Background: an optimization exercise with open tools, aiming at small area, a short achievable clock period and few clock cycles. Do not read the settings as production practice.
No functional check of the RTL was part of any run shown here.

**flow/flow/run.sh**
```bash
#!/bin/bash
# Own flow: the standard layout (standard.sh, unchanged synthesis) with
# two changes: port buffers are buf_2 instead of the default delay buffer,
# and the timing repair steps improve every path whose slack is below the
# margin, so the paths from the inputs and to the outputs get sized too.
set -o pipefail
export BUFFER_PORTS_ARGS="-buffer_cell sky130_fd_sc_hd__buf_2"
export SETUP_SLACK_MARGIN=174.8
bash standard.sh > standard.log 2>&1
```
**flow/standard.sh**
```bash
#!/bin/bash
# synth_recipe.tcl (not shown) runs the flow's synth.tcl, then flattens the netlist and writes it again
# the make line also repeats each setting of config.mk as NAME=value (left out here)
make -C /OpenROAD-flow-scripts/flow DESIGN_CONFIG=/design/flow/config.mk WORK_HOME=/design/flow/orfs CLKGATE_MAP_FILE= SYNTH_SCRIPT=/design/flow/synth_recipe.tcl "${@:-finish}"
```
**flow/config.mk**
```make
export PLATFORM = sky130hd
export DESIGN_NAME = raster_top
export DESIGN_NICKNAME = raster_top
export VERILOG_FILES = /design/flow/design.v
export SDC_FILE = /design/flow/constraint.sdc
export NUM_CORES = 8
export LEC_CHECK = 0
export ABC_AREA = 1
export ABC_CLOCK_PERIOD_IN_PS = 40000
export CAP_MARGIN = 20
export CELL_PAD_IN_SITES_DETAIL_PLACEMENT = 1
export CELL_PAD_IN_SITES_GLOBAL_PLACEMENT = 2
export CORE_MARGIN = 2
export CORE_UTILIZATION = 35
export GPL_ROUTABILITY_DRIVEN = 1
export SLEW_MARGIN = 20
```
**flow/constraint.sdc**
```tcl
create_clock -name core_clock -period 220.0 [get_ports {clk_i}]
set_input_delay 44.0000 -clock core_clock [delete_from_list [all_inputs] [get_ports {clk_i}]]
set_output_delay 44.0000 -clock core_clock [all_outputs]
set_load 0.01 [all_outputs]
```
**flow/design.v**
```verilog
package raster_pkg;
    typedef logic signed [32-1:0] fix_t;
    typedef logic [$clog2(320 > 240 ? 320 : 240)-1:0] coord_t;
    typedef logic [$clog2(8 + 1)-1:0] count_t;
    typedef logic [6-1:0] addr_t;
    localparam fix_t FIX_ONE = fix_t'(1) <<< 16;
    localparam addr_t REG_CTRL     = 6'h00;
    localparam addr_t REG_STATUS   = 6'h04;
    localparam addr_t REG_V0X      = 6'h08;
    localparam addr_t REG_V0Y      = 6'h0C;
    localparam addr_t REG_V1X      = 6'h10;
    localparam addr_t REG_V1Y      = 6'h14;
    localparam addr_t REG_V2X      = 6'h18;
    localparam addr_t REG_V2Y      = 6'h1C;
    localparam addr_t REG_FRAG_POS = 6'h20;
    localparam addr_t REG_FRAG_L0  = 6'h24;
    localparam addr_t REG_FRAG_L1  = 6'h28;
    localparam addr_t REG_FRAG_L2  = 6'h2C;
    localparam addr_t REG_FRAG_POP = 6'h30;
endpackage
`timescale 1ns/1ps
module raster_top (
    input  logic                clk_i,
    input  logic                nrst_i,
    input  raster_pkg::addr_t   s_awaddr_i,
    input  logic                s_awvalid_i,
    output logic                s_awready_o,
    input  logic [31:0]         s_wdata_i,
    input  logic                s_wvalid_i,
    output logic                s_wready_o,
    output logic                s_bvalid_o,
    input  logic                s_bready_i,
    input  raster_pkg::addr_t   s_araddr_i,
    input  logic                s_arvalid_i,
    output logic                s_arready_o,
    output logic [31:0]         s_rdata_o,
    output logic                s_rvalid_o,
    input  logic                s_rready_i
);
    function automatic logic [47:0] rca48(input logic [47:0] a, input logic [47:0] b, input logic ci);
        logic c;
        c = ci;
        for (int i = 0; i < 48; i++) begin
            rca48[i] = a[i] ^ b[i] ^ c;
            c = (a[i] & b[i]) | (a[i] & c) | (b[i] & c);
        end
    endfunction
    function automatic logic [32:0] rca33(input logic [32:0] a, input logic [32:0] b, input logic ci);
        logic c;
        c = ci;
        for (int i = 0; i < 33; i++) begin
            rca33[i] = a[i] ^ b[i] ^ c;
            c = (a[i] & b[i]) | (a[i] & c) | (b[i] & c);
        end
    endfunction
    function automatic logic [31:0] rca32(input logic [31:0] a, input logic [31:0] b, input logic ci);
        logic c;
        c = ci;
        for (int i = 0; i < 32; i++) begin
            rca32[i] = a[i] ^ b[i] ^ c;
            c = (a[i] & b[i]) | (a[i] & c) | (b[i] & c);
        end
    endfunction
    function automatic logic [16:0] rca17(input logic [16:0] a, input logic [16:0] b, input logic ci);
        logic c;
        c = ci;
        for (int i = 0; i < 17; i++) begin
            rca17[i] = a[i] ^ b[i] ^ c;
            c = (a[i] & b[i]) | (a[i] & c) | (b[i] & c);
        end
    endfunction
    function automatic logic slt16(input logic [15:0] a, input logic [15:0] b);
        logic [16:0] d;
        d = rca17({a[15], a}, ~{b[15], b}, 1'b1);
        slt16 = d[16];
    endfunction
    localparam logic [31:0] ONE = 32'h0001_0000;
    logic [31:0] vx0, vy0, vx1, vy1, vx2, vy2;
    logic        bvalid_q, rvalid_q, rpend_q;
    logic [3:0]  rpaddr_q;
    logic [31:0] rdata_q;
    logic        start_q, pop_q, vwr_q;
    logic        busy_q, culled_q, fast_q, fresh_q, cdone_q, cullr_q;
    logic        walk_q, tval_q, krdy_q, tdrdy_q;
    logic [3:0]  cnt_q, skip_q;
    logic        headv_q;
    logic [3:0]  pcnt_q;
    logic [8:0]  sx_q, sy_q, hx_q, hy_q;
    logic [47:0] t0_q, t1_q, td1_q;
    logic [37:0] k1_q, k3_q;
    logic [42:0] td0_q;
    logic [31:0] hl0_q, hl1_q;
    localparam logic [4:0] Q_IDLE = 5'd0,  Q_DET1 = 5'd1,  Q_DET2 = 5'd2,  Q_CCHK = 5'd3,
                           Q_S1   = 5'd4,  Q_S2   = 5'd5,  Q_S3   = 5'd6,  Q_SCHK = 5'd7,
                           Q_E0A  = 5'd8,  Q_E0B  = 5'd9,  Q_E1A  = 5'd10, Q_E1B  = 5'd11,
                           Q_WAITR = 5'd12, Q_T0P = 5'd13, Q_T1P  = 5'd14, Q_K1P  = 5'd15,
                           Q_K3P  = 5'd16, Q_D0A  = 5'd17, Q_D0B  = 5'd18, Q_TD0P = 5'd19,
                           Q_D1A  = 5'd20, Q_D1B  = 5'd21, Q_TD1P = 5'd22, Q_DONE = 5'd23;
    logic [4:0]  seq_q;
    logic        rc_q;           
    logic        first_q;        
    logic [1:0]  chunk_q;
    logic [47:0] acc_q;
    localparam logic [1:0] D_IDLE = 2'd0, D_ITER = 2'd1, D_NEG = 2'd2, D_RDY = 2'd3;
    logic [1:0]  dst_q;
    logic [31:0] r_q;       
    logic [5:0]  dcnt_q;
    logic        dsign_q;
    logic [15:0] ix0, ix1, ix2, iy0, iy1, iy2;
    logic [15:0] ixmin, ixmax, iymin, iymax;
    logic        lx01, lx02, lx12, ly01, ly02, ly12;
    logic [8:0]  bx0, bx1, by0, by1;
    logic [16:0] xspan, yspan;
    logic        fast_c, inrange;
    assign ix0 = vx0[31:16]; assign ix1 = vx1[31:16]; assign ix2 = vx2[31:16];
    assign iy0 = vy0[31:16]; assign iy1 = vy1[31:16]; assign iy2 = vy2[31:16];
    assign lx01 = slt16(ix0, ix1); assign lx02 = slt16(ix0, ix2); assign lx12 = slt16(ix1, ix2);
    assign ly01 = slt16(iy0, iy1); assign ly02 = slt16(iy0, iy2); assign ly12 = slt16(iy1, iy2);
    assign ixmin = lx01 ? (lx02 ? ix0 : ix2) : (lx12 ? ix1 : ix2);
    assign ixmax = lx01 ? (lx12 ? ix2 : ix1) : (lx02 ? ix2 : ix0);
    assign iymin = ly01 ? (ly02 ? iy0 : iy2) : (ly12 ? iy1 : iy2);
    assign iymax = ly01 ? (ly12 ? iy2 : iy1) : (ly02 ? iy2 : iy0);
    function automatic logic [8:0] clampi(input logic [15:0] v, input logic [8:0] lm1);
        if (v[15]) clampi = 9'd0;
        else if (v > {7'd0, lm1}) clampi = lm1;
        else clampi = v[8:0];
    endfunction
    assign bx0 = clampi(ixmin, 9'd319);
    assign bx1 = clampi(ixmax, 9'd319);
    assign by0 = clampi(iymin, 9'd239);
    assign by1 = clampi(iymax, 9'd239);
    assign xspan = rca17({ixmax[15], ixmax}, ~{ixmin[15], ixmin}, 1'b1);
    assign yspan = rca17({iymax[15], iymax}, ~{iymin[15], iymin}, 1'b1);
    assign fast_c = (xspan < 17'd32) && (yspan < 17'd32) && !ixmax[15] && !iymax[15]
                    && (ixmin[15] || ixmin < 16'd320) && (iymin[15] || iymin < 16'd240);
    assign inrange = (vx0[31] == vx0[30]) && (vy0[31] == vy0[30]) && (vx1[31] == vx1[30])
                     && (vy1[31] == vy1[30]) && (vx2[31] == vx2[30]) && (vy2[31] == vy2[30]);
    logic        prod;           
    logic [3:0]  asel, bsel;
    logic [2:0]  vsel;
    logic [31:0] opa, opb;
    logic [47:0] opv;
    always_comb begin
        prod = 1'b1;
        asel = 4'd0; bsel = 4'd0; vsel = 3'd0;
        case (seq_q)
            Q_DET1: begin asel = 4'd0; bsel = 4'd0; vsel = 3'd0; end   
            Q_DET2: begin asel = 4'd1; bsel = 4'd1; vsel = 3'd4; end   
            Q_S1:   begin asel = 4'd3; bsel = 4'd4; vsel = 3'd0; end   
            Q_S2:   begin asel = 4'd4; bsel = 4'd5; vsel = 3'd4; end   
            Q_S3:   begin asel = 4'd1; bsel = 4'd6; vsel = 3'd4; end   
            Q_E0A:  begin asel = 4'd0; bsel = 4'd2; vsel = 3'd0; end   
            Q_E0B:  begin asel = 4'd1; bsel = 4'd3; vsel = 3'd4; end   
            Q_E1A:  begin asel = 4'd2; bsel = 4'd2; vsel = 3'd0; end   
            Q_E1B:  begin asel = 4'd3; bsel = 4'd3; vsel = 3'd4; end   
            Q_T0P:  begin asel = 4'd5; bsel = 4'd7; vsel = 3'd0; end   
            Q_T1P:  begin asel = 4'd6; bsel = 4'd7; vsel = 3'd0; end   
            Q_K1P:  begin asel = 4'd0; bsel = 4'd7; vsel = 3'd0; end   
            Q_K3P:  begin asel = 4'd2; bsel = 4'd7; vsel = 3'd0; end   
            Q_D0A:  begin asel = 4'd1; bsel = 4'd9; vsel = 3'd0; end   
            Q_D0B:  begin asel = 4'd0; bsel = 4'd8; vsel = 3'd4; end   
            Q_TD0P: begin asel = 4'd7; bsel = 4'd7; vsel = 3'd0; end   
            Q_D1A:  begin asel = 4'd3; bsel = 4'd9; vsel = 3'd0; end   
            Q_D1B:  begin asel = 4'd2; bsel = 4'd8; vsel = 3'd4; end   
            Q_TD1P: begin asel = 4'd8; bsel = 4'd7; vsel = 3'd0; end   
            default: prod = 1'b0;
        endcase
    end
    logic [31:0] ap, aq;
    always_comb begin
        ap = vy1; aq = vy2;
        case (asel)
            4'd0: begin ap = vy1; aq = vy2; end    
            4'd1: begin ap = vx2; aq = vx1; end    
            4'd2: begin ap = vy2; aq = vy0; end    
            4'd3: begin ap = vx0; aq = vx2; end    
            4'd4: begin ap = vx1; aq = vx0; end    
            default: ;
        endcase
    end
    logic [31:0] adiff;
    assign adiff = rca32(ap, ~aq, 1'b1);
    always_comb begin
        case (asel)
            4'd5: opa = t0_q[47:16];
            4'd6: opa = t1_q[47:16];
            4'd7: opa = td0_q[31:0];
            4'd8: opa = td1_q[31:0];
            default: opa = adiff;
        endcase
    end
    logic [31:0] bp, bq;
    logic        bsub;
    always_comb begin
        bp = vx0; bq = vx2; bsub = 1'b1;
        case (bsel)
            4'd0: begin bp = vx0; bq = vx2; bsub = 1'b1; end
            4'd1: begin bp = vy0; bq = vy2; bsub = 1'b1; end
            4'd2: begin bp = {7'd0, sx_q, 16'd0}; bq = vx2; bsub = 1'b1; end
            4'd3: begin bp = {7'd0, sy_q, 16'd0}; bq = vy2; bsub = 1'b1; end
            4'd4: begin bp = vy0; bq = vy2; bsub = 1'b0; end
            4'd5: begin bp = vy1; bq = vy0; bsub = 1'b0; end
            4'd6: begin bp = vy2; bq = vy1; bsub = 1'b0; end
            default: ;
        endcase
    end
    logic [31:0] bsum;
    logic [9:0]  bwd;
    assign bsum = rca32(bp, bsub ? ~bq : bq, bsub);
    assign bwd = {1'b0, bx0} - {1'b0, bx1};
    always_comb begin
        case (bsel)
            4'd7: opb = r_q;
            4'd8: opb = {{22{bwd[9]}}, bwd};
            4'd9: opb = 32'd1;
            default: opb = bsum;
        endcase
    end
    always_comb begin
        opv = (vsel != 3'd0) ? td1_q : 48'd0;
    end
    logic        nz1, nz2, nz3;
    logic [1:0]  hib, cur;
    logic [8:0]  win;
    logic        last;
    assign nz1 = !((opb[15:7] == 9'h000) || (opb[15:7] == 9'h1FF));
    assign nz2 = !((opb[23:15] == 9'h000) || (opb[23:15] == 9'h1FF));
    assign nz3 = !((opb[31:23] == 9'h000) || (opb[31:23] == 9'h1FF));
    assign hib = nz3 ? 2'd3 : nz2 ? 2'd2 : nz1 ? 2'd1 : 2'd0;
    assign cur = first_q ? hib : chunk_q;
    always_comb begin
        case (cur)
            2'd0: win = {opb[7:0], 1'b0};
            2'd1: win = opb[15:7];
            2'd2: win = opb[23:15];
            default: win = opb[31:23];
        endcase
    end
    assign last = (cur == 2'd0);
    function automatic logic [34:0] brow(input logic [31:0] a, input logic [2:0] w);
        logic one, two, neg;
        logic [33:0] mag;
        one = w[0] ^ w[1];
        two = (w[2] & !w[1] & !w[0]) | (!w[2] & w[1] & w[0]);
        neg = w[2] & !(w[1] & w[0]);
        mag = one ? {{2{a[31]}}, a} : two ? {a[31], a, 1'b0} : 34'd0;
        brow = {neg, mag ^ {34{neg}}};
    endfunction
    logic [34:0] br0, br1, br2, br3;
    logic [3:0]  negs;
    logic [47:0] rows0, r1, r2, r3;
    assign br0 = brow(opa, win[2:0]);
    assign br1 = brow(opa, win[4:2]);
    assign br2 = brow(opa, win[6:4]);
    assign br3 = brow(opa, win[8:6]);
    assign negs = {br3[34], br2[34], br1[34], br0[34]};
    assign rows0 = {br0[33] ? 15'h7FAB : 15'h7FAC, br0[32:0]};
    assign r1 = {12'd0, !br1[33], br1[32:0], 1'b0, negs[0]};
    assign r2 = {10'd0, !br2[33], br2[32:0], 1'b0, negs[1], 2'd0};
    assign r3 = {8'd0, !br3[33], br3[32:0], 1'b0, negs[2], 4'd0};
    logic [47:0] ash, vadd;
    assign ash = first_q ? {40'd0, 1'b0, negs[3], 6'd0} : {acc_q[39:0], 1'b0, negs[3], 6'd0};
    assign vadd = last ? opv : 48'd0;
    logic [47:0] s1a, c1a, s1b, c1b, s2, c2, s3, c3, acc_n;
    always_comb begin
        s1a = rows0 ^ r1 ^ r2;
        c1a = ((rows0 & r1) | (rows0 & r2) | (r1 & r2)) << 1;
        s1b = r3 ^ ash ^ vadd;
        c1b = ((r3 & ash) | (r3 & vadd) | (ash & vadd)) << 1;
        s2 = s1a ^ c1a ^ s1b;
        c2 = ((s1a & c1a) | (s1a & s1b) | (c1a & s1b)) << 1;
        s3 = s2 ^ c2 ^ c1b;
        c3 = ((s2 & c2) | (s2 & c1b) | (c2 & c1b)) << 1;
    end
    assign acc_n = rca48(s3, c3, 1'b0);
    logic pdone;                 
    assign pdone = prod && last;
    logic [47:0] acc_tr;         
    assign acc_tr = {acc_n[47:16], 16'd0};
    logic [31:0] det;
    assign det = acc_q[47:16];
    logic [32:0] dx, dy, ddiff;
    always_comb begin
        dx = 33'd0; dy = {1'b0, r_q};
        if (seq_q == Q_CCHK) begin dx = 33'd0; dy = {det[31], det}; end
        else if (dst_q == D_ITER) begin dx = {1'b0, k3_q[31:0]}; dy = {1'b0, k1_q[31:0]}; end
    end
    assign ddiff = rca33(dx, ~dy, 1'b1);
    logic [31:0] adet;
    assign adet = det[31] ? ddiff[31:0] : det;
    logic [4:0]  dp;
    logic [15:0] h16; logic [7:0] h8; logic [3:0] h4; logic [1:0] h2;
    assign dp[4] = |adet[31:16]; assign h16 = dp[4] ? adet[31:16] : adet[15:0];
    assign dp[3] = |h16[15:8];   assign h8 = dp[3] ? h16[15:8] : h16[7:0];
    assign dp[2] = |h8[7:4];     assign h4 = dp[2] ? h8[7:4] : h8[3:0];
    assign dp[1] = |h4[3:2];     assign h2 = dp[1] ? h4[3:2] : h4[1:0];
    assign dp[0] = h2[1];
    logic amb, cull_fast;
    assign amb = (det == 32'h0000_0000) || (det == 32'hFFFF_FFFF) || (det == 32'hFFFF_FFFE)
                 || (det == 32'hFFFF_FFFD) || (det == 32'h8000_0000) || (det == 32'h7FFF_FFFF)
                 || (det == 32'h7FFF_FFFE) || (det == 32'h7FFF_FFFD);
    assign cull_fast = !ddiff[31];
    logic [31:0] l0, l1, l2;
    logic        cov, at_xend, at_end, evalp, move_ok, isnew, full, proc, park, adv, inc;
    logic [3:0]  cnt_e, cnt_n, skip_d;
    logic        hv_e, cap_h, rewind;
    logic [4:0]  rel, rel_n;
    assign l0 = t0_q[47:16];
    assign l1 = t1_q[47:16];
    assign l2 = rca32(l0, l1, 1'b0);
    assign cov = !l0[31] && !l1[31] && (l2[31] ? ((l2[30:17] != 14'd0) || (l2[16] && (l2[15:0] != 16'd0)))
                                               : ((l2[30:17] == 14'd0) && (!l2[16] || (l2[15:0] == 16'd0))));
    assign at_xend = (sx_q == bx1);
    assign at_end = at_xend && (sy_q == by1);
    assign evalp = walk_q && tval_q && (krdy_q || !fast_q);
    assign move_ok = at_end || !fast_q || !at_xend || tdrdy_q;
    assign cnt_e = cnt_q - {3'd0, pop_q};
    assign hv_e = headv_q && !pop_q;
    assign isnew = cov && (skip_q == 4'd0);
    assign full = isnew && (cnt_e == 4'd8);
    assign rel = {1'b0, cnt_e} - {1'b0, skip_q};
    assign proc = evalp && !full;
    assign park = cov && (rel == 5'd1) && hv_e && (pcnt_q != 4'd15);
    assign adv = proc && !park && move_ok;
    assign inc = proc && isnew;
    assign cap_h = proc && cov && (rel == 5'd0) && !hv_e;
    assign cnt_n = cnt_e + {3'd0, inc};
    assign skip_d = skip_q + {3'd0, inc} - {3'd0, adv && cov};
    assign rel_n = {1'b0, cnt_n} - {1'b0, skip_d};
    assign rewind = pop_q && headv_q && !cap_h && !rel_n[4] && (rel_n != 5'd0);
    logic        tstep;
    logic [47:0] t0_step, t1_step;
    assign tstep = adv && !at_end && fast_q;
    assign t0_step = rca48(t0_q, !tstep ? 48'd0 : at_xend ? {{5{td0_q[42]}}, td0_q} : {{10{k1_q[37]}}, k1_q}, 1'b0);
    assign t1_step = rca48(t1_q, !tstep ? 48'd0 : at_xend ? td1_q : {{10{k3_q[37]}}, k3_q}, 1'b0);
    logic wr, rd, head_wait;
    logic [31:0] rmux, fmux;
    logic [3:0]  ra;
    logic arbsy_q, awrdy_q, arrdy_q;
    assign s_awready_o = awrdy_q;
    assign s_wready_o = awrdy_q;
    assign s_arready_o = arrdy_q;
    assign s_bvalid_o = bvalid_q;
    assign s_rvalid_o = rvalid_q;
    assign s_rdata_o = rdata_q;
    assign wr = s_awvalid_i && s_wvalid_i && awrdy_q;
    assign rd = s_arvalid_i && arrdy_q;
    assign head_wait = (cnt_q != 4'd0) && !headv_q;
    logic [31:0] hl2;
    assign hl2 = rca32(~hl0_q, ~hl1_q, 1'b1) + 32'h0001_0001;
    logic [31:0] pos;
    assign pos = {(cnt_q != 4'd0), 6'd0, hy_q, 7'd0, hx_q};
    always_comb begin
        case (rpaddr_q)
            4'd2: fmux = vx0;
            4'd3: fmux = vy0;
            4'd4: fmux = vx1;
            4'd5: fmux = vy1;
            4'd6: fmux = vx2;
            4'd7: fmux = vy2;
            4'd8: fmux = pos;
            4'd9: fmux = hl0_q;
            4'd10: fmux = hl1_q;
            default: fmux = hl2;
        endcase
    end
    assign ra = s_araddr_i[5:2];
    always_comb begin
        if (ra[3]) begin
            if (ra[2]) rmux = 32'd0;
            else case (ra[1:0])
                2'd0: rmux = pos;
                2'd1: rmux = hl0_q;
                2'd2: rmux = hl1_q;
                default: rmux = hl2;
            endcase
        end else rmux = (ra[2:0] == 3'd1) ? {20'd0, cnt_q, 6'd0, culled_q, busy_q} : 32'd0;
    end
    logic pwait, rslow;
    assign pwait = (rpaddr_q[3:2] == 2'b10) && head_wait;
    assign rslow = (!ra[3] && (ra[2] || ra[1])) || (ra[3:2] == 2'b10 && head_wait);
    always_ff @(posedge clk_i or negedge nrst_i) begin
        if (!nrst_i) begin
            bvalid_q <= 1'b0;
            rvalid_q <= 1'b0;
            arbsy_q <= 1'b0;
            awrdy_q <= 1'b0;
            arrdy_q <= 1'b0;
            rpend_q <= 1'b0;
            start_q <= 1'b0;
            pop_q <= 1'b0;
            vwr_q <= 1'b0;
        end else begin
            if (wr) bvalid_q <= 1'b1;
            else if (s_bready_i) bvalid_q <= 1'b0;
            awrdy_q <= !(wr || (bvalid_q && !s_bready_i));
            arrdy_q <= !(rd || (arbsy_q && !(!rpend_q && rvalid_q && s_rready_i)));
            start_q <= wr && (s_awaddr_i[5:2] == 4'd0) && s_wdata_i[0];
            pop_q <= wr && (s_awaddr_i[5:2] == 4'd12) && (cnt_q != 4'd0);
            vwr_q <= wr && !s_awaddr_i[5] && (s_awaddr_i[4] || s_awaddr_i[3]);
            if (rd) begin
                arbsy_q <= 1'b1;
                if (rslow) rpend_q <= 1'b1;
                else rvalid_q <= 1'b1;
            end else if (rpend_q) begin
                if (!pwait) begin
                    rpend_q <= 1'b0;
                    rvalid_q <= 1'b1;
                end
            end else if (rvalid_q && s_rready_i) begin
                rvalid_q <= 1'b0;
                arbsy_q <= 1'b0;
            end
        end
    end
    always_ff @(posedge clk_i) begin
        if (!arbsy_q) begin
            rdata_q <= rmux;
            rpaddr_q <= ra;
        end else if (rpend_q && !pwait) rdata_q <= fmux;
        if (wr) begin
            case (s_awaddr_i[5:2])
                4'd2: vx0 <= s_wdata_i;
                4'd3: vy0 <= s_wdata_i;
                4'd4: vx1 <= s_wdata_i;
                4'd5: vy1 <= s_wdata_i;
                4'd6: vx2 <= s_wdata_i;
                4'd7: vy2 <= s_wdata_i;
                default: ;
            endcase
        end
    end
    logic go, restart, cull_now, cull_ev;
    assign go = start_q && !busy_q;
    assign restart = vwr_q || (go && !fresh_q);
    assign cull_ev = ((seq_q == Q_CCHK) && inrange && !amb) || (seq_q == Q_SCHK);
    assign cull_now = (seq_q == Q_CCHK) ? cull_fast : !acc_q[47];
    always_ff @(posedge clk_i or negedge nrst_i) begin
        if (!nrst_i) begin
            busy_q <= 1'b0;
            culled_q <= 1'b0;
            fast_q <= 1'b0;
            fresh_q <= 1'b0;
            cdone_q <= 1'b0;
            cullr_q <= 1'b0;
            walk_q <= 1'b0;
            tval_q <= 1'b0;
            krdy_q <= 1'b0;
            tdrdy_q <= 1'b0;
            cnt_q <= 4'd0;
            skip_q <= 4'd0;
            headv_q <= 1'b0;
            pcnt_q <= 4'd0;
            seq_q <= Q_IDLE;
            rc_q <= 1'b0;
            first_q <= 1'b1;
            chunk_q <= 2'd0;
            dst_q <= D_IDLE;
        end else begin
            if (prod) begin
                if (last) first_q <= 1'b1;
                else begin
                    first_q <= 1'b0;
                    chunk_q <= cur - 2'd1;
                end
            end
            case (seq_q)
                Q_DET2: if (pdone) seq_q <= Q_CCHK;
                Q_CCHK: begin
                    if (!inrange || amb) seq_q <= Q_S1;
                    else seq_q <= cull_fast ? Q_IDLE : Q_E0A;
                    if (adet[31:16] == 16'd0) fast_q <= 1'b0;
                end
                Q_S3: if (pdone) seq_q <= Q_SCHK;
                Q_SCHK: seq_q <= cull_now ? Q_IDLE : Q_E0A;
                Q_E1B: if (pdone) seq_q <= (dst_q == D_RDY || rc_q) ? Q_T0P : Q_WAITR;
                Q_WAITR: if (dst_q == D_RDY) seq_q <= Q_T0P;
                Q_T1P: if (pdone) begin
                    tval_q <= 1'b1;
                    seq_q <= !fast_q ? Q_DONE : rc_q ? Q_D1A : Q_K1P;
                end
                Q_K3P: if (pdone) begin
                    krdy_q <= 1'b1;
                    seq_q <= Q_D0A;
                end
                Q_TD1P: if (pdone) begin
                    tdrdy_q <= 1'b1;
                    seq_q <= Q_DONE;
                end
                Q_DONE: if (walk_q && !tval_q && !rewind) begin
                    seq_q <= Q_E0A;
                    rc_q <= 1'b1;
                    if (fast_q) tdrdy_q <= 1'b0;
                end
                Q_IDLE: ;
                default: if (pdone) seq_q <= seq_q + 5'd1;
            endcase
            if (rewind && rc_q && seq_q != Q_IDLE) begin
                seq_q <= Q_DONE;
                first_q <= 1'b1;
            end
            if (cull_ev) begin
                cdone_q <= 1'b1;
                cullr_q <= cull_now;
            end
            case (dst_q)
                D_IDLE: if (seq_q == Q_CCHK) dst_q <= (det == 32'd0) ? D_RDY : D_ITER;
                D_ITER: if (dcnt_q == 6'd1) dst_q <= D_NEG;
                D_NEG: dst_q <= D_RDY;
                default: ;
            endcase
            cnt_q <= cnt_n;
            if (cap_h) headv_q <= 1'b1;
            else if (pop_q) headv_q <= 1'b0;
            if (evalp && park) begin
                if (pcnt_q != 4'd15) pcnt_q <= pcnt_q + 4'd1;
            end else pcnt_q <= 4'd0;
            if (rewind) begin
                skip_q <= cnt_n + 4'd1;
                walk_q <= 1'b1;
                tval_q <= 1'b0;        
            end else begin
                skip_q <= skip_d;
                if (adv) begin
                    if (at_end) begin
                        walk_q <= 1'b0;
                        if (skip_d == 4'd0) busy_q <= 1'b0;
                    end else if (!fast_q) tval_q <= 1'b0;
                end
            end
            if (busy_q && cull_ev && cull_now) begin
                busy_q <= 1'b0;
                culled_q <= 1'b1;
                walk_q <= 1'b0;
            end
            if (restart) begin
                seq_q <= Q_DET1;
                rc_q <= 1'b0;
                first_q <= 1'b1;
                dst_q <= D_IDLE;
                tval_q <= 1'b0;
                krdy_q <= 1'b0;
                tdrdy_q <= 1'b0;
                cdone_q <= 1'b0;
                fast_q <= fast_c;
                fresh_q <= 1'b1;
                walk_q <= 1'b0;
            end
            if (go) begin
                fresh_q <= 1'b0;
                cnt_q <= 4'd0;
                skip_q <= 4'd0;
                headv_q <= 1'b0;
                if (fresh_q && ((cdone_q && cullr_q) || (cull_ev && cull_now))) begin
                    busy_q <= 1'b0;
                    culled_q <= 1'b1;
                    walk_q <= 1'b0;
                end else begin
                    busy_q <= 1'b1;
                    culled_q <= 1'b0;
                    walk_q <= 1'b1;
                end
            end
        end
    end
    always_ff @(posedge clk_i) begin
        t0_q <= (pdone && (seq_q == Q_E0B || seq_q == Q_T0P)) ? acc_n : t0_step;
        t1_q <= (pdone && (seq_q == Q_E1B || seq_q == Q_T1P)) ? acc_n : t1_step;
    end
    always_ff @(posedge clk_i) begin
        if (restart) begin
            sx_q <= bx0;
            sy_q <= by0;
        end else begin
            acc_q <= acc_n;         
            if (rewind) begin
                sx_q <= hx_q;
                sy_q <= hy_q;
            end else begin
                if (adv && !at_end) begin
                    if (at_xend) begin
                        sx_q <= bx0;
                        sy_q <= sy_q + 9'd1;
                    end else sx_q <= sx_q + 9'd1;
                end
            end
            if (pdone) begin
                case (seq_q)
                    Q_DET1, Q_S1, Q_S2, Q_E0A, Q_E1A: td1_q <= acc_tr;
                    Q_D0A, Q_D1A, Q_D1B, Q_TD1P: td1_q <= acc_n;
                    Q_D0B, Q_TD0P: td0_q <= acc_n[42:0];
                    Q_K1P: k1_q <= acc_n[37:0];
                    Q_K3P: k3_q <= acc_n[37:0];
                    default: ;
                endcase
            end
            if (cap_h) begin
                hx_q <= sx_q; hy_q <= sy_q;
                hl0_q <= l0; hl1_q <= l1;
            end
            if (seq_q == Q_CCHK) begin
                k1_q[31:0] <= adet;
                k3_q[31:0] <= 32'd1 << dp;
                dcnt_q <= 6'd33 - {1'b0, dp};
                dsign_q <= det[31];
                r_q <= 32'd0;
            end else if (dst_q == D_ITER) begin
                k3_q[31:0] <= (ddiff[32] ? k3_q[31:0] : ddiff[31:0]) << 1;
                r_q <= {r_q[30:0], !ddiff[32]};
                dcnt_q <= dcnt_q - 6'd1;
            end else if (dst_q == D_NEG) begin
                if (dsign_q) r_q <= ddiff[31:0];
            end
        end
    end
endmodule
```
==> summary.txt, run 1 <==
Least-Margin Pin Slew 1.21 ns; final WL 308 mm; die span in y 410 um; maximum capacitance violations 0; Post-synth top flop edfxtp_1; TritonCTS Buffers 92; RePlAce Congestion 0.964; RSZ-0062 raised after global routing yes; setup_tns 0 ns; DP HPWL 238 mm; Synth Register Bits 721; Hold Violations, Final 0; number of global-route vias before repair 54.3k; relative slew slack 0.184; Crit path arrival time 45.79 ns; asr flop ratio synth 0.0596; most used cell, CP buf_12; Avg Cell Area, Syn 8.51 um^2; Post-synth EDFFs 582; initial antenna violation count 30; worst hold start pcnt_q[0]; DRC 0; reg2reg setup slack 177.78 ns; initial core utilization 0.352; worst hold path type reg2reg; I/O Pins 88; largest net degree at the start of global routing 96; Clock Skew 0.0468 ns; Vias/cell 5.86; fin crit period 45.32 ns; die footprint 168000 um^2; crit path buf inv count 5; Syn Std Cell Area 57800 um^2; Max FO, Critical Path 36; yosys warns 1; Slowest Stage Delay on Critical Path 0.44 ns; CP startpoint kind primary input; Layout area overhead 11.7%; Crit Reg-Reg Startpoint seq_q[2]; sequential cell area fraction in the yosys report 0.354; layout cell share with drive strength beyond 1 0.0848; Max Root-Sink Buffers 3; Final #Nets 7402; fmax 22.1 MHz; post-synthesis cell type count 78; ANT nets after route 0; Row Count 149; H-tree depth 3; Slew Limit Fails 0; DR pass1 iterations 6; cell family with most CP delay buffers and inverters; status complete, no violations; syn nets 7391; clock latency on the worst-skew pair 0.77 ns; critical path startpoint s_araddr_i[3]; critical path type in2reg; final setup vio count 0; CTS tree done; crit path cell chain buf_2 -> buf_6 -> nor2_2 -> buf_12 -> clkinvlp_4 -> buf_12 -> o22ai_1 -> a211oi_1 -> o21ai_2; core box area 164000 um^2; Sink Count 721; Syn Inst Count 6791; Die X 410 um; buffers added on ports 83; Clock Pin Slew Worst Setup and Hold Paths 0.06 ns; Vias 53.2k; Root Driver clkbuf_16; critical path required time 220.47 ns; GR Util All Layers 0.363; critical path endpoint category flip-flop; global-route wire length before repair 430 mm; Slowest cell on crit path o21ai_2; First DRT Iteration DRCs 4827; Util after Layout 0.393; wire per inst 34.0 um; final worst path period share 0.206; grt total ovfl 0
-- worst paths after layout --
kind,end,cells past startpoint
setup reg to reg,t1_q[47],138
min in group asynchronous,rvalid_q,2
hold / removal,pcnt_q[0],1
hold reg to reg,pcnt_q[0],1
setup / recovery,rdata_q[21],9
max in group asynchronous,rc_q,2
-- sequential cells by signal, summed over array words and instances, names as in the netlist, 38 cells and up --
| signal | flops |
|---|---|
| acc_q | 48 |
| t0_q | 48 |
| t1_q | 48 |
| td1_q | 48 |
| td0_q | 43 |
| k1_q | 38 |
| k3_q | 38 |
-- metrics by stage --
step | instance area [um^2] | cells | worst slack [ns] | hold WS, ns
after floorplan | 57900 | 6791 | 174.23 | 0.433
after global placement | 61000 | 8883 | 172.86 | 0.456
after detailed placement | 61000 | 8885 | 172.89 | 0.465
after CTS | 64500 | 9066 | 174.65 | 0.473
after global routing | 64600 | 9069 | 174.67 | 0.514
final | 64600 | 9079 | 174.68 | 0.470
-- cell type report --
type                            instances  area, um^2
Tap cell                             2189        2740
Sequential cell                       721       20500
Timing Repair Buffer                  252        1800
Clock buffer                          118        2460
Clock inverter                         53         736
Multi-Input combinational cell       4574       32000
Inverter                             1161        4380
Fill cell                           19400       99900
Antenna cell                           11        27.5
-- timing repair --
| item | in CTS | in global routing |
|---|---|---|
| pin swaps | 2 | 2 |
| buffers inserted | 10 | 0 |
| resized for setup | 40 | 7 |
| gates cloned | 0 | 0 |
| setup endpoints to repair | 79 | 80 |
| hold buffers | 0 | 0 |
-- cells by family (layout without fill, tap and decap cells) --
family | after synthesis | count (layout) | synth area share
flip-flops | 721 | 721 | 0.354
other | 0 | 11 | 0
multiplexers | 2 | 2 | 0.000368
adder cells (fa/ha/maj) | 549 | 549 | 0.178
buffers and inverters | 1496 | 1584 | 0.0998
AND/OR/NAND/NOR | 1965 | 1965 | 0.144
XOR/XNOR | 221 | 221 | 0.0335
AO/OA/AOI/OAI | 1837 | 1837 | 0.191
-- worst register-to-register path: cells and delay by family (launching register included) --
family	cells	cell delay, ns
xor gates and xnor gates	4	0.96
AOI/OAI and AO/OA	9	1.75
and+or+nand+nor	16	2.91
adders and majority gates	78	31.76
DFF	1	0.61
buffers and inverters	31	4.18
-- synth_stat cells (all sizes together) (13+ instances only) --
master   count  area (um^2)
buf         85          429
clkbuf     250          981
a21oi      292         1470
a22oi       29          218
o211ai     103          773
o221ai      68          596
dfxtp       96         1920
o21ai      755         3790
edfxtp     582        17500
clkinv      14         52.6
nor4        34          231
o22ai      359         2260
a211oi      38          290
nand4       40          265
xnor2       66          578
inv       1147         4310
a31oi       16          100
nand2     1185         4550
a221oi      81          709
nor2       387         1540
ha          97         1210
fa         452         9050
o32ai       24          210
dfrtp       42         1050
nor3        66          352
o2111ai     16          140
xor2       155         1360
nand3      227         1170
o31ai       13         97.6
-- layer usage --
layer | vias to the layer above | global-route usage | part of all wire
met2 | 1981 | 0.600 | 0.48
met5 | - | 0 | 0.00077
met1 | 27400 | 0.439 | 0.39
met4 | 34 | 0.218 | 0.070
met3 | 705 | 0.0670 | 0.064
li1 | 23100 | - | -
-- cells in the final DEF, fill, tap and decap left out, drive strengths merged, types with 9 or more instances in the layout --
cell type	synthesis	final
o32ai	24	24
or2	9	9
o31ai	13	13
o2111ai	16	16
inv	1147	1149
edfxtp	582	582
clkbuf	250	118
ha	97	97
xor2	155	155
nand4	40	40
nor3	66	66
nor4	34	34
dfrtp	42	42
a22oi	29	29
o221ai	68	68
o22ai	359	359
nand3	227	227
dfxtp	96	96
xnor2	66	66
a21oi	292	292
clkinv	14	42
diode	0	11
a221oi	81	81
o211ai	103	103
nand2	1185	1185
a31oi	16	16
a211oi	38	38
fa	452	452
o21ai	755	755
buf	85	252
clkinvlp	0	9
nor2	387	387
bufinv	0	14
==> run 2: changes to the inputs <==
--- a/flow/design.v
+++ b/flow/design.v
@@ -565,4 +565,5 @@
     end
     always_ff @(posedge clk_i) begin
+        acc_q <= acc_n;         
         t0_q <= (pdone && (seq_q == Q_E0B || seq_q == Q_T0P)) ? acc_n : t0_step;
         t1_q <= (pdone && (seq_q == Q_E1B || seq_q == Q_T1P)) ? acc_n : t1_step;
@@ -573,5 +574,4 @@
             sy_q <= by0;
         end else begin
-            acc_q <= acc_n;         
             if (rewind) begin
                 sx_q <= hx_q;
--- a/flow/config.mk
+++ b/flow/config.mk
@@ -13,4 +13,6 @@
 export CORE_MARGIN = 2
 export CORE_UTILIZATION = 35
+export CTS_CLUSTER_DIAMETER = 150
+export CTS_CLUSTER_SIZE = 24
 export GPL_ROUTABILITY_DRIVEN = 1
 export SLEW_MARGIN = 20
==> run 2 against run 1 <==
  * Via count decreased by 0.29%
  * Still clean on timing, DRC and antenna
  * First-iteration DRC count up 8.2%
  * Global-route usage down 0.37 points
  * Sequential share of layout area up 0.37 points
  * Maximum frequency is 0.28% lower
==> summary.txt, run 2 <==
Final #Nets 7400 (-0.027%); top post-synthesis cells by count nand2_1, inv_1, o21ai_0; Post-synth EDFFs 534 (-8.2%); Row Count 149 (unchanged); synth top area cells edfxtp_1, fa_1, nand2_1; Syn Std Cell Area 57800 um^2 (about the same); Placed Area 60900 um^2 (-0.29%); die footprint 168000 um^2 (about the same); initial core utilization 0.352 (about the same); sequential cell area fraction in the yosys report 0.346 (-0.00845); Setup Slack @ Placement 173.22 ns (+0.336 ns); Max FO, Critical Path 1 (-97%); maximum capacitance violations 0 (unchanged); number of global-route vias before repair 53.5k (-1.4%); final worst path period share 0.207 (+0.000582); fin crit period 45.45 ns (+0.128 ns); TritonCTS Buffers 37 (-60%); Max Root-Sink Buffers 3 (unchanged); setup_tns 0 ns (unchanged); DP HPWL 239 mm (+0.60%); crit path cell chain buf_2; Avg Cell Area, Syn 8.40 um^2 (-1.3%); fin cells 9021 (-0.64%); syn nets 7481 (+1.2%); wire per inst 34.0 um (about the same); Clock Skew 0.0481 ns (+0.00127 ns); worst hold path type reg2reg; commonest non-fill, non-tap cell in the layout nand2_1; Die X 410 um (about the same); GR Util All Layers 0.359 (-0.00370); DR pass1 iterations 6 (unchanged); initial antenna violation count 18 (-40%); Hold Violations, Final 0 (unchanged); post-synthesis cell type count 80 (+2.6%); die span in y 410 um (about the same); final WL 307 mm (-0.57%); I/O Pins 88 (unchanged); Syn Inst Count 6881 (+1.3%); placed insts 8940 (+0.62%); Sink Count 721 (unchanged); Clock Pin Slew Worst Setup and Hold Paths 0.11 ns (+0.05 ns); asr flop ratio synth 0.0596 (unchanged); buffers added on ports 83 (unchanged); most frequent cells in the layout nand2_1, inv_1, o21ai_0; critical path endpoint category primary output; Crit path arrival time 1.45 ns (-44.34 ns); fillcell total 19.6k (+1.0%); First DRT Iteration DRCs 5223 (+8.2%); DRC 0 (unchanged); critical path type reg2out; hold slack 0.474 ns (+0.00441 ns); largest net degree at the start of global routing 96 (unchanged); Yosys top cell area share 0.277 (-0.0251); cell family with most CP delay flip-flops; Slew Limit Fails 0 (unchanged); Vias/cell 5.89 (+0.35%); RSZ-0062 raised after global routing yes; Root Driver clkbuf_16; grt total ovfl 0 (unchanged); ANT nets after route 0 (unchanged); Util after Layout 0.379 (-0.0136); Post-CTS Hold Buffers 0 (unchanged); dominant cell by count in the synthesized netlist nand2_1; critical path required time 176.00 ns (-44.47 ns); post-route design area 62300 um^2 (-3.5%); fmax 22.0 MHz (-0.28%); CP startpoint kind flip-flop; Least-Margin Pin Slew 1.32 ns (+0.112 ns); H-tree depth 2 (-1); global-route wire length before repair 427 mm (-0.54%); Slowest cell on crit path edfxtp_1; CTS tree done; relative slew slack 0.118 (-0.0664); final setup vio count 0 (unchanged); Synth Register Bits 721 (unchanged); Vias 53.1k (-0.29%); core box area 164000 um^2 (unchanged); clock latency on the worst-skew pair 0.71 ns (-0.06 ns); RePlAce Congestion 0.991 (+2.8%); Slowest Stage Delay on Critical Path 0.56 ns (+0.12 ns); Post-synth top flop edfxtp_1; Layout area overhead 7.81%; crit path buf inv count 1 (-4); largest area contributor in the netlist edfxtp_1; status complete, no violations; layout cell share with drive strength beyond 1 0.0677 (-0.0171); yosys warns 1 (unchanged); fin worst setup slack 174.55 ns (-0.128 ns)
## run 2: changes by cell type after synthesis, sizes merged, moves of 22 or more
| cell | delta |
|---|---|
| a21oi | -47 |
| dfxtp | +48 |
| edfxtp | -48 |
| inv | -22 |
| nand2 | +65 |
| nand3 | +53 |
| o2111ai | +28 |
| o22ai | -42 |
## run 2: logic make-up after synthesis
family                   count (synthesis)  share of synthesized area
buffers and inverters                 1494                      0.100
multiplexers                             1                   0.000195
AND/OR/NAND/NOR                       2109                      0.154
adder cells (fa/ha/maj)                549                      0.177
XOR/XNOR                               229                     0.0348
AO/OA/AOI/OAI                         1778                      0.188
flip-flops                             721                      0.346
## run 2: layout make-up
type                       count  area (um^2)  share of cell area
sequential                   721        20000               0.321
timing repair buffer         238         1630              0.0262
clock inverter                 9          114             0.00183
multi-input combinational   4666        32500               0.521
clock buffer                  58         1070              0.0171
inverter                    1136         4280              0.0687
tap                         2189         2740              0.0439
antenna                        4         10.0            0.000161
## run 2: layer usage
layer | vias to the layer above | wire, um | GRT usage
met5 | - | 68 | 0
li1 | 23100 | - | -
met3 | 487 | 18500 | 0.0425
met2 | 1997 | 141000 | 0.582
met1 | 27500 | 125000 | 0.462
met4 | 8 | 21600 | 0.210
## run 2: path summary, 6_finish.rpt
check | startpoint | slack [ns] | cells past startpoint | endpoint
min in group asynchronous | nrst_i | 43.41 | 2 | dst_q[1]
setup reg to reg | seq_q[4] | 176.99 | 130 | td1_q[47]
setup / recovery | rdata_q[5] | 174.55 | 1 | s_rdata_o[5]
hold / removal | sy_q[8] | 0.47 | 0 | hy_q[8]
max in group asynchronous | nrst_i | 176.05 | 2 | cnt_q[1]
hold reg to reg | sy_q[8] | 0.47 | 0 | hy_q[8]
## run 2: what timing repair did
| action | 4_1_cts | 5_1_grt |
|---|---|---|
| setup endpoints to repair | 71 | 56 |
| buffers inserted | 6 | 2 |
| cloned | 0 | 1 |
| gates resized for setup | 32 | 12 |
| pin swaps | 2 | 1 |
==> run 3: changes to the inputs <==
--- a/flow/config.mk
+++ b/flow/config.mk
@@ -14,5 +14,5 @@
 export CORE_UTILIZATION = 35
 export CTS_CLUSTER_DIAMETER = 150
-export CTS_CLUSTER_SIZE = 24
+export CTS_CLUSTER_SIZE = 16
 export GPL_ROUTABILITY_DRIVEN = 1
 export SLEW_MARGIN = 20
==> run 3 against run 2 <==
  * Critical path type unchanged
  * Highest routed layer unchanged
  * Synthesized cell count unchanged
  * Synthesized area unchanged
  * Via count increased by 0.10%
==> summary.txt, run 3 <==
status complete, no violations; relative slew slack 0.0977 (-0.0204); register area 20000 um^2 (unchanged); DRC 0 (unchanged); fillcell total 19.6k (-0.076%); Crit path arrival time 1.53 ns (+0.08 ns); Final #Nets 7413 (+0.18%); critical path required time 176.00 ns (about the same); Hold Path End hy_q[8]; Syn Std Cell Area 57800 um^2 (unchanged); Yosys top cell area share 0.277 (unchanged); fin worst setup slack 174.47 ns (-0.0820 ns); Max FO, Critical Path 1 (unchanged); Die X 410 um (unchanged); Root Driver clkbuf_16; synth top area cells edfxtp_1, fa_1, nand2_1; fmax 22.0 MHz (-0.18%); Post-synth top flop edfxtp_1; fin crit period 45.53 ns (+0.0820 ns); GR Util All Layers 0.360 (+0.00122); Slowest Stage Delay on Critical Path 0.56 ns (about the same); wire per inst 34.0 um (about the same); Sink Count 721 (unchanged); CP startpoint kind flip-flop; Avg Cell Area, Syn 8.40 um^2 (unchanged); Layout area overhead 8.31%; largest net degree at the start of global routing 96 (unchanged); die footprint 168000 um^2 (unchanged); Clock Skew 0.0782 ns (+0.0302 ns); DR pass1 iterations 5 (-1); number of global-route vias before repair 53.8k (+0.61%); die span in y 410 um (unchanged); placed insts 8940 (unchanged); setup_tns 0 ns (unchanged); critical path type reg2out; crit path cell chain buf_2; DP HPWL 239 mm (unchanged); clock latency on the worst-skew pair 0.75 ns (+0.04 ns); buffers added on ports 83 (unchanged); post-synthesis cell type count 80 (unchanged); ANT nets after route 0 (unchanged); initial core utilization 0.352 (unchanged); asr flop ratio synth 0.0596 (unchanged); Vias/cell 5.88 (-0.11%); I/O Pins 88 (unchanged); reg2reg setup slack 176.89 ns (-0.10 ns); final worst path period share 0.207 (+0.000373); Crit Reg-Reg Startpoint seq_q[4]; worst hold start sy_q[8]; First DRT Iteration DRCs 5283 (+1.1%); Syn Inst Count 6881 (unchanged); layout cell share with drive strength beyond 1 0.0686 (+0.000971); core box area 164000 um^2 (unchanged); Reg2Reg Depth 130 (unchanged); commonest non-fill, non-tap cell in the layout nand2_1; fin cells 9040 (+0.21%); TritonCTS Buffers 51 (+38%); dominant cell by count in the synthesized netlist nand2_1; Multi-input gate area 32500 um^2 (about the same); grt total ovfl 0 (unchanged); sequential cell area fraction in the yosys report 0.346 (unchanged); yosys warns 1 (unchanged); H-tree depth 2 (unchanged); Worst R2R End td1_q[47]; final setup vio count 0 (unchanged); critical path endpoint category primary output; maximum capacitance violations 0 (unchanged); Hold Violations, Final 0 (unchanged); Row Count 149 (unchanged); worst hold path type reg2reg; Synth Register Bits 721 (unchanged); RePlAce Congestion 0.991 (unchanged); crit path buf inv count 1 (unchanged); Post-synth EDFFs 534 (unchanged); initial antenna violation count 22 (+4); final WL 307 mm (+0.16%); Clock Pin Slew Worst Setup and Hold Paths 0.09 ns (-0.02 ns); Least-Margin Pin Slew 1.35 ns (+0.0305 ns); syn nets 7481 (unchanged); Vias 53.1k (+0.10%); cell family with most CP delay flip-flops; most frequent cells in the layout nand2_1, inv_1, o21ai_0; Hold Path Stages 0 (unchanged); Max Root-Sink Buffers 3 (unchanged); Post-CTS Hold Buffers 0 (unchanged); top post-synthesis cells by count nand2_1, inv_1, o21ai_0; global-route wire length before repair 429 mm (+0.31%); largest area contributor in the netlist edfxtp_1; RSZ-0062 raised after global routing yes; Slew Limit Fails 0 (unchanged); Setup Slack @ Placement 173.22 ns (unchanged); Slowest cell on crit path edfxtp_1; CTS tree done
-- run 3: stage by stage --
| stage | cell area [um^2] | utilization | hold WS [ns] |
|---|---|---|---|
| 2_1_floorplan | 57900 | - | 0.423 |
| 6_report | 62600 | 0.381 | 0.472 |
| 4_1_cts | 62500 | 0.380 | 0.471 |
| 3_5_place_dp | 60900 | 0.370 | 0.448 |
| 3_3_place_gp | 60800 | 0.370 | 0.433 |
| 5_1_grt | 62600 | 0.381 | 0.475 |
-- run 3: worst max path at each step --
stage	startpoint	endpoint	slack, ns	depth (start not counted)
CTS	rdata_q[6]	s_rdata_o[6]	174.49	1
finish	rdata_q[5]	s_rdata_o[5]	174.47	1
floorplan	s_awaddr_i[2]	vy0[0]	174.29	2
detailed placement	s_araddr_i[2]	rdata_q[10]	173.22	8
global route	rdata_q[4]	s_rdata_o[4]	174.49	1
global placement	s_araddr_i[3]	rdata_q[13]	173.22	5
-- run 3: kinds of logic (layout without fill, tap and decap cells) --
| logic type | after synthesis | after routing | share of synthesized area |
|---|---|---|---|
| other | 0 | 3 | 0 |
| muxes | 1 | 1 | 0.000195 |
| xor gates and xnor gates | 229 | 229 | 0.0348 |
| AOI/OAI and AO/OA | 1778 | 1778 | 0.188 |
| buffers and inverters | 1494 | 1461 | 0.100 |
| and+or+nand+nor | 2109 | 2109 | 0.154 |
| adders and majority gates | 549 | 549 | 0.177 |
| DFF | 721 | 721 | 0.346 |
-- run 3: timing repair --
action,4_1_cts,5_1_grt
gates cloned,0,1
pin swaps,1,1
gates resized for setup,32,13
setup endpoints to repair,70,54
buffers inserted,5,2
-- run 3: cell type report --
cell class,instances,area share
clock buffers,83,0.0223
clock inverters,5,0.00134
repair buffers,237,0.0260
well taps,2189,0.0437
multi-input cells,4666,0.519
flip-flops and latches,721,0.319
inverters,1136,0.0684
diodes,3,0.000120
-- run 3: layer usage --
layer | track usage | wire length (um) | up-vias
met5 | 0 | 110 | -
met4 | 0.216 | 22200 | 14
met3 | 0.0500 | 20000 | 533
met2 | 0.580 | 141000 | 2059
met1 | 0.460 | 124000 | 27400
li1 | - | - | 23200
==> run 4: changes to the inputs <==
--- a/flow/config.mk
+++ b/flow/config.mk
@@ -13,6 +13,6 @@
 export CORE_MARGIN = 2
 export CORE_UTILIZATION = 35
-export CTS_CLUSTER_DIAMETER = 150
-export CTS_CLUSTER_SIZE = 16
+export CTS_CLUSTER_DIAMETER = 100
+export CTS_CLUSTER_SIZE = 20
 export GPL_ROUTABILITY_DRIVEN = 1
 export SLEW_MARGIN = 20
==> run 4 against run 3 <==
  * Sequential share of layout area fell by 0.11 points
  * Worst setup slack improved by 0.017 ns
  * Still clean
  * Count of clock-buffer cells in the layout fell by 17
  * Synthesized area did not move
  * Global-route usage barely moved
  * Critical endpoint is now s_rdata_o[6]
  * Synthesized cell count did not move
  * Via count barely moved
  * Hold slack barely moved
==> summary.txt, run 4 <==
status complete, no violations; Slowest cell on crit path edfxtp_1; dominant cell by count in the synthesized netlist nand2_1; top post-synthesis cells by count nand2_1, inv_1, o21ai_0; initial antenna violation count 22 (unchanged); Syn Inst Count 6881 (unchanged); TritonCTS Buffers 51 (unchanged); Root Driver clkbuf_16; GR Util All Layers 0.360 (about the same); final setup vio count 0 (unchanged); Syn Std Cell Area 57800 um^2 (unchanged); critical path endpoint category primary output; Max Root-Sink Buffers 3 (unchanged); sequential cell area fraction in the yosys report 0.346 (unchanged); Hold Violations, Final 0 (unchanged); die footprint 168000 um^2 (unchanged); Clock Pin Slew Worst Setup and Hold Paths 0.10 ns (about the same); crit path buf inv count 1 (unchanged); Setup Slack @ Placement 173.22 ns (unchanged); CP startpoint kind flip-flop; crit path cell chain buf_2; layout cell share with drive strength beyond 1 0.0720 (+0.00341); Vias/cell 5.88 (about the same); clock latency on the worst-skew pair 0.77 ns (+0.02 ns); fmax 22.0 MHz (about the same); Synth Register Bits 721 (unchanged); core box area 164000 um^2 (unchanged); synth top area cells edfxtp_1, fa_1, nand2_1; Post-synth EDFFs 534 (unchanged); Multi-input gate area 32500 um^2 (about the same); H-tree depth 2 (unchanged); Sink Count 721 (unchanged); relative slew slack 0.114 (+0.0163); fin worst setup slack 174.49 ns (+0.0170 ns); most frequent cells in the layout nand2_1, inv_1, o21ai_0; Placed Area 60900 um^2 (unchanged); I/O Pins 88 (unchanged); maximum capacitance violations 0 (unchanged); grt total ovfl 0 (unchanged); critical path type reg2out; yosys warns 1 (unchanged); hold slack 0.472 ns (+0.000331 ns); RSZ-0062 raised after global routing yes; largest net degree at the start of global routing 96 (unchanged); syn nets 7481 (unchanged); Row Count 149 (unchanged); register area 20000 um^2 (unchanged); initial core utilization 0.352 (unchanged); Final #Nets 7414 (+0.013%); fillcell total 19.6k (-0.19%); Max FO, Critical Path 1 (unchanged); First DRT Iteration DRCs 5431 (+2.8%); asr flop ratio synth 0.0596 (unchanged); Least-Margin Pin Slew 1.33 ns (-0.0245 ns); RePlAce Congestion 0.991 (unchanged); Util after Layout 0.382 (+0.00134); critical path required time 176.00 ns (about the same); Slowest Stage Delay on Critical Path 0.56 ns (about the same); post-synthesis cell type count 80 (unchanged); final WL 307 mm (about the same); global-route wire length before repair 428 mm (-0.12%); Avg Cell Area, Syn 8.40 um^2 (unchanged); fin crit period 45.51 ns (-0.0170 ns); DR pass1 iterations 6 (+1); worst hold path type reg2reg; buffers added on ports 83 (unchanged); die span in y 410 um (unchanged); commonest non-fill, non-tap cell in the layout nand2_1; number of global-route vias before repair 53.7k (-0.19%); Post-synth top flop edfxtp_1; largest area contributor in the netlist edfxtp_1; DRC 0 (unchanged); final worst path period share 0.207 (about the same); Layout area overhead 8.69%; Die X 410 um (unchanged); Yosys top cell area share 0.277 (unchanged); Vias 53.2k (+0.087%); Slew Limit Fails 0 (unchanged); setup_tns 0 ns (unchanged); post-route design area 62800 um^2 (+0.35%); CTS tree done; cell family with most CP delay flip-flops; Clock Skew 0.0567 ns (-0.0215 ns); DP HPWL 239 mm (unchanged); wire per inst 33.9 um (-0.21%); Crit path arrival time 1.51 ns (-0.02 ns); ANT nets after route 0 (unchanged)
run 4: cell counts after synthesis:
No cell type changed its count.
run 4: final cells by class:
type | count | share of cell area
flip-flops and latches | 721 | 0.318
clock inverters | 30 | 0.00534
multi-input cells | 4666 | 0.517
diodes | 7 | 0.000279
well taps | 2189 | 0.0436
clock buffers | 66 | 0.0215
inverters | 1136 | 0.0681
repair buffers | 238 | 0.0259
run 4: kinds of logic (layout without fill, tap and decap cells):
group | Yosys count | count (layout) | share of synthesized area
other | 0 | 7 | 0
AOI/OAI and AO/OA | 1778 | 1778 | 0.188
buffers and inverters | 1494 | 1470 | 0.100
and+or+nand+nor | 2109 | 2109 | 0.154
DFF | 721 | 721 | 0.346
muxes | 1 | 1 | 0.000195
adders and majority gates | 549 | 549 | 0.177
xor gates and xnor gates | 229 | 229 | 0.0348
run 4: worst paths after layout:
kind	from	to	slack, ns	depth (start not counted)
setup reg to reg	seq_q[4]	td1_q[47]	176.99	130
min in group asynchronous	nrst_i	dst_q[0]	43.36	2
hold reg to reg	sy_q[8]	hy_q[8]	0.47	0
hold / removal	sy_q[8]	hy_q[8]	0.47	0
max in group asynchronous	nrst_i	bvalid_q	176.06	2
setup / recovery	rdata_q[6]	s_rdata_o[6]	174.49	1
run 4: timing repair:
item                                    in CTS  in global routing
hold buffers                                 0                  0
pin swaps                                    1                  2
endpoints found under the setup margin      71                 52
gates resized for setup                     30                 12
cloned                                       0                  1
setup buffers                                6                  2
run 4: per-layer routing:
metal | vias to the layer above | track usage | routed length [um]
met1 | 27400 | 0.460 | 124000
met5 | - | 0 | 65
met2 | 2052 | 0.579 | 141000
met3 | 524 | 0.0504 | 19600
li1 | 23200 | - | -
met4 | 10 | 0.215 | 21900
run 4: through the flow:
step	std cells
after CTS	9042
after detailed placement	8940
after floorplan	6881
final	9053
after global routing	9046
after global placement	8935
==> run 5: changes to the inputs <==
--- a/flow/design.v
+++ b/flow/design.v
@@ -85,5 +85,8 @@
     logic [3:0]  cnt_q, skip_q;
     logic        headv_q;
-    logic [3:0]  pcnt_q;
+    logic [5:0]  pcnt_q;
+    logic        cpv_q;           
+    logic [8:0]  cx_q, cy_q;
+    logic [2:0]  rp_q;            
     logic [8:0]  sx_q, sy_q, hx_q, hy_q;
     logic [47:0] t0_q, t1_q, td1_q;
@@ -321,5 +324,5 @@
     assign rel = {1'b0, cnt_e} - {1'b0, skip_q};
     assign proc = evalp && !full;
-    assign park = cov && (rel == 5'd1) && hv_e && (pcnt_q != 4'd15);
+    assign park = cov && (rel == 5'd1) && hv_e && (pcnt_q != 6'd63);
     assign adv = proc && !park && move_ok;
     assign inc = proc && isnew;
@@ -328,5 +331,26 @@
     assign skip_d = skip_q + {3'd0, inc} - {3'd0, adv && cov};
     assign rel_n = {1'b0, cnt_n} - {1'b0, skip_d};
-    assign rewind = pop_q && headv_q && !cap_h && !rel_n[4] && (rel_n != 5'd0);
+    logic [2:0]  rp_e, wslot;
+    logic [3:0]  wsum;
+    logic        qwr, rw_fast, rw_slow;
+    logic [17:0] qrd;
+    assign rp_e = (pop_q && !fast_q) ? ((rp_q == 3'd6) ? 3'd0 : rp_q + 3'd1) : rp_q;
+    assign wsum = {1'b0, rp_e} + {1'b0, rel[2:0]} - 4'd1;
+    assign wslot = (wsum >= 4'd7) ? wsum[2:0] - 3'd7 : wsum[2:0];
+    assign qwr = !fast_q && inc && (rel != 5'd0);
+    always_comb begin
+        case (rp_q)
+            3'd0: qrd = {cx_q, cy_q};
+            3'd1: qrd = k1_q[17:0];
+            3'd2: qrd = k1_q[35:18];
+            3'd3: qrd = k3_q[17:0];
+            3'd4: qrd = k3_q[35:18];
+            3'd5: qrd = td0_q[17:0];
+            default: qrd = td0_q[35:18];
+        endcase
+    end
+    assign rw_fast = fast_q && pop_q && headv_q && !cap_h && !rel_n[4] && (rel_n != 5'd0);
+    assign rw_slow = !fast_q && pop_q && !cap_h && (cnt_n != 4'd0);
+    assign rewind = rw_fast || rw_slow;
     logic        tstep;
     logic [47:0] t0_step, t1_step;
@@ -451,5 +475,7 @@
             skip_q <= 4'd0;
             headv_q <= 1'b0;
-            pcnt_q <= 4'd0;
+            pcnt_q <= 6'd0;
+            cpv_q <= 1'b0;
+            rp_q <= 3'd0;
             seq_q <= Q_IDLE;
             rc_q <= 1'b0;
@@ -514,8 +540,11 @@
             else if (pop_q) headv_q <= 1'b0;
             if (evalp && park) begin
-                if (pcnt_q != 4'd15) pcnt_q <= pcnt_q + 4'd1;
-            end else pcnt_q <= 4'd0;
+                if (pcnt_q != 6'd63) pcnt_q <= pcnt_q + 6'd1;
+            end else pcnt_q <= 6'd0;
+            if (fast_q && adv && cov && rel == 5'd1 && hv_e) cpv_q <= 1'b1;
+            rp_q <= rp_e;
             if (rewind) begin
-                skip_q <= cnt_n + 4'd1;
+                skip_q <= (rw_slow || cpv_q) ? cnt_n : cnt_n + 4'd1;
+                cpv_q <= 1'b0;
                 walk_q <= 1'b1;
                 tval_q <= 1'b0;        
@@ -551,4 +580,6 @@
                 cnt_q <= 4'd0;
                 skip_q <= 4'd0;
+                cpv_q <= 1'b0;
+                rp_q <= 3'd0;
                 headv_q <= 1'b0;
                 if (fresh_q && ((cdone_q && cullr_q) || (cull_ev && cull_now))) begin
@@ -574,7 +605,11 @@
             sy_q <= by0;
         end else begin
+            if ((fast_q && adv && cov && rel == 5'd1 && hv_e) || (qwr && wslot == 3'd0)) begin
+                cx_q <= sx_q;
+                cy_q <= sy_q;
+            end
             if (rewind) begin
-                sx_q <= hx_q;
-                sy_q <= hy_q;
+                sx_q <= rw_slow ? qrd[17:9] : cpv_q ? cx_q : hx_q;
+                sy_q <= rw_slow ? qrd[8:0] : cpv_q ? cy_q : hy_q;
             end else begin
                 if (adv && !at_end) begin
@@ -594,4 +629,15 @@
                     default: ;
                 endcase
+            end
+            if (qwr) begin
+                case (wslot)
+                    3'd1: k1_q[17:0] <= {sx_q, sy_q};
+                    3'd2: k1_q[35:18] <= {sx_q, sy_q};
+                    3'd3: k3_q[17:0] <= {sx_q, sy_q};
+                    3'd4: k3_q[35:18] <= {sx_q, sy_q};
+                    3'd5: td0_q[17:0] <= {sx_q, sy_q};
+                    3'd6: td0_q[35:18] <= {sx_q, sy_q};
+                    default: ;
+                endcase
             end
             if (cap_h) begin
--- a/flow/config.mk
+++ b/flow/config.mk
@@ -13,6 +13,4 @@
 export CORE_MARGIN = 2
 export CORE_UTILIZATION = 35
-export CTS_CLUSTER_DIAMETER = 100
-export CTS_CLUSTER_SIZE = 20
 export GPL_ROUTABILITY_DRIVEN = 1
 export SLEW_MARGIN = 20
==> run 5 against run 4 <==
  * Die area up 6.5%
  * Sequential cell count grew 24
  * Cell count grew 9.7%
  * Critical path type unchanged
  * Critical endpoint is now s_rdata_o[16]
  * Largest cell class unchanged
  * Highest routed layer unchanged
==> summary.txt, run 5 <==
status complete, no violations; Post-synth EDFFs 552 (+3.4%); Max Root-Sink Buffers 3 (unchanged); most frequent cells in the layout nand2_1, inv_1, o21ai_0; number of global-route vias before repair 59.9k (+11%); TritonCTS Buffers 97 (+90%); Layout area overhead 11.3%; Avg Cell Area, Syn 8.20 um^2 (-2.4%); Placed Area 65000 um^2 (+6.9%); top post-synthesis cells by count nand2_1, inv_1, o21ai_0; First DRT Iteration DRCs 6883 (+27%); Max FO, Critical Path 1 (unchanged); Reg2Reg Depth 136 (+4.6%); RSZ-0062 raised after global routing yes; Clock Pin Slew Worst Setup and Hold Paths 0.06 ns (-0.04 ns); final setup vio count 0 (unchanged); wire per inst 36.2 um (+6.7%); fin worst setup slack 174.69 ns (+0.204 ns); grt total ovfl 0 (unchanged); relative slew slack 0.0834 (-0.0307); Vias/cell 6.12 (+4.1%); Crit path arrival time 1.31 ns (-0.20 ns); Setup Slack @ Placement 172.81 ns (-0.414 ns); dominant cell by count in the synthesized netlist nand2_1; setup_tns 0 ns (unchanged); crit path buf inv count 1 (unchanged); sequential cell area fraction in the yosys report 0.336 (-0.0103); die footprint 180000 um^2 (+6.5%); Yosys top cell area share 0.269 (-0.00844); crit path cell chain buf_2; final worst path period share 0.206 (-0.000927); critical path type reg2out; H-tree depth 3 (+1); initial antenna violation count 34 (+55%); GR Util All Layers 0.394 (+0.0345); buffers added on ports 83 (unchanged); core box area 176000 um^2 (+6.8%); Root Driver clkbuf_16; Row Count 154 (+3.4%); fmax 22.1 MHz (+0.45%); commonest non-fill, non-tap cell in the layout nand2_1; Syn Inst Count 7520 (+9.3%); final WL 359 mm (+17%); layout cell share with drive strength beyond 1 0.0834 (+0.0114); Clock Skew 0.0489 ns (-0.00785 ns); Least-Margin Pin Slew 1.37 ns (+0.0460 ns); post-synthesis cell type count 74 (-7.5%); initial core utilization 0.351 (-0.000458); hold slack 0.474 ns (+0.00170 ns); post-route design area 68600 um^2 (+9.2%); Slew Limit Fails 0 (unchanged); Slowest Stage Delay on Critical Path 0.39 ns (-0.17 ns); Post-CTS Hold Buffers 0 (unchanged); DRC 0 (unchanged); number of cells on the critical path 1 (unchanged); I/O Pins 88 (unchanged); placed insts 9723 (+8.8%); Final #Nets 8101 (+9.3%); syn nets 8128 (+8.6%); CTS tree done; largest net degree at the start of global routing 96 (unchanged); Hold Path Stages 1 (+1); clock latency on the worst-skew pair 0.80 ns (+0.03 ns); Syn Std Cell Area 61600 um^2 (+6.6%); Slowest cell on crit path edfxtp_1; DR pass1 iterations 6 (unchanged); asr flop ratio synth 0.0658 (+0.00613)
==> run 5: cell types whose count changed after synthesis, moves of 47 or more <==
cell,change
o21ai_0,+208
nand2_1,+153
clkbuf_1,+60
a21oi_1,+65
a221oi_1,+49
o211ai_1,+47
==> run 5: layer usage <==
layer / vias up / wire length, um / GRT usage
li1: 25700 / - / -
met1: 31500 / 145000 / 0.515
met2: 2937 / 155000 / 0.593
met3: 676 / 29100 / 0.0726
met4: 28 / 29800 / 0.269
met5: - / 164 / 0
==> run 5: cells by family after synthesis <==
| family | after synthesis | synth area share |
|---|---|---|
| adder cells (fa/ha/maj) | 557 | 0.168 |
| multiplexers | 2 | 0.000345 |
| AND/OR/NAND/NOR | 2285 | 0.154 |
| XOR/XNOR | 237 | 0.0337 |
| buffers and inverters | 1570 | 0.0980 |
| flip-flops | 745 | 0.336 |
| AO/OA/AOI/OAI | 2124 | 0.210 |
==> run 5: area by class of cell <==
class | instances | area, um^2 | share of cell area
inverter | 1166 | 4390 | 0.0640
timing repair buffer | 278 | 1950 | 0.0284
clock buffer | 121 | 2620 | 0.0382
antenna | 18 | 45.0 | 0.000656
clock inverter | 62 | 688 | 0.0100
tap | 2340 | 2930 | 0.0427
sequential | 745 | 20700 | 0.301
multi-input combinational | 5205 | 35300 | 0.515
==> run 5: path summary, 6_finish.rpt <==
check	startpoint	end	slack [ns]
worst min-delay path	pcnt_q[0]	pcnt_q[0]	0.47
worst min register to register	pcnt_q[0]	pcnt_q[0]	0.47
worst max register to register	seq_q[4]	t0_q[47]	177.47
min in group asynchronous	nrst_i	arbsy_q	43.38
worst max-delay path	rdata_q[16]	s_rdata_o[16]	174.69
max in group asynchronous	nrst_i	seq_q[0]	175.94
==> run 5: repair_timing <==
action	CTS	global route
pin swaps	1	1
setup buffers	7	2
endpoints found under the setup margin	65	42
endpoints found under the hold margin	0	0
gates resized for setup	24	5

separate check: timing with driven ports:
Ports are ideal in the flow. The routed layouts listed here were re-timed in OpenROAD.
Step 1 assumes that a clkbuf_16 drives the clock port and a buf_2 every other input.
Step 2, shift: input delay + t, output delay - t, t = (earliest + latest rising clock arrival at the registers) / 2. This alone moves slack from input paths to output paths.
a / b / c = ideal ports / drivers / drivers and shift; a / b = the first two.
| run | t (ns) | setup slack, ns | worst setup path after step 2 |
|---|---|---|---|
| run 1 | 0.834 | 174.680 / 174.630 / 173.917 | input to register |
| run 2 | 0.764 | 174.552 / 174.470 / 173.937 | input to register |
| run 3 | 0.800 | 174.470 / 174.385 / 173.933 | input to register |
| run 4 | 0.826 | 174.487 / 174.399 / 173.914 | input to register |
| run 5 | 0.873 | 174.691 / 174.593 / 173.953 | input to register |
After both steps every run listed still meets setup and hold. For run 1, which loses most, drivers alone change the setup slack by -0.050 ns; drivers and shift together by -0.763 ns.
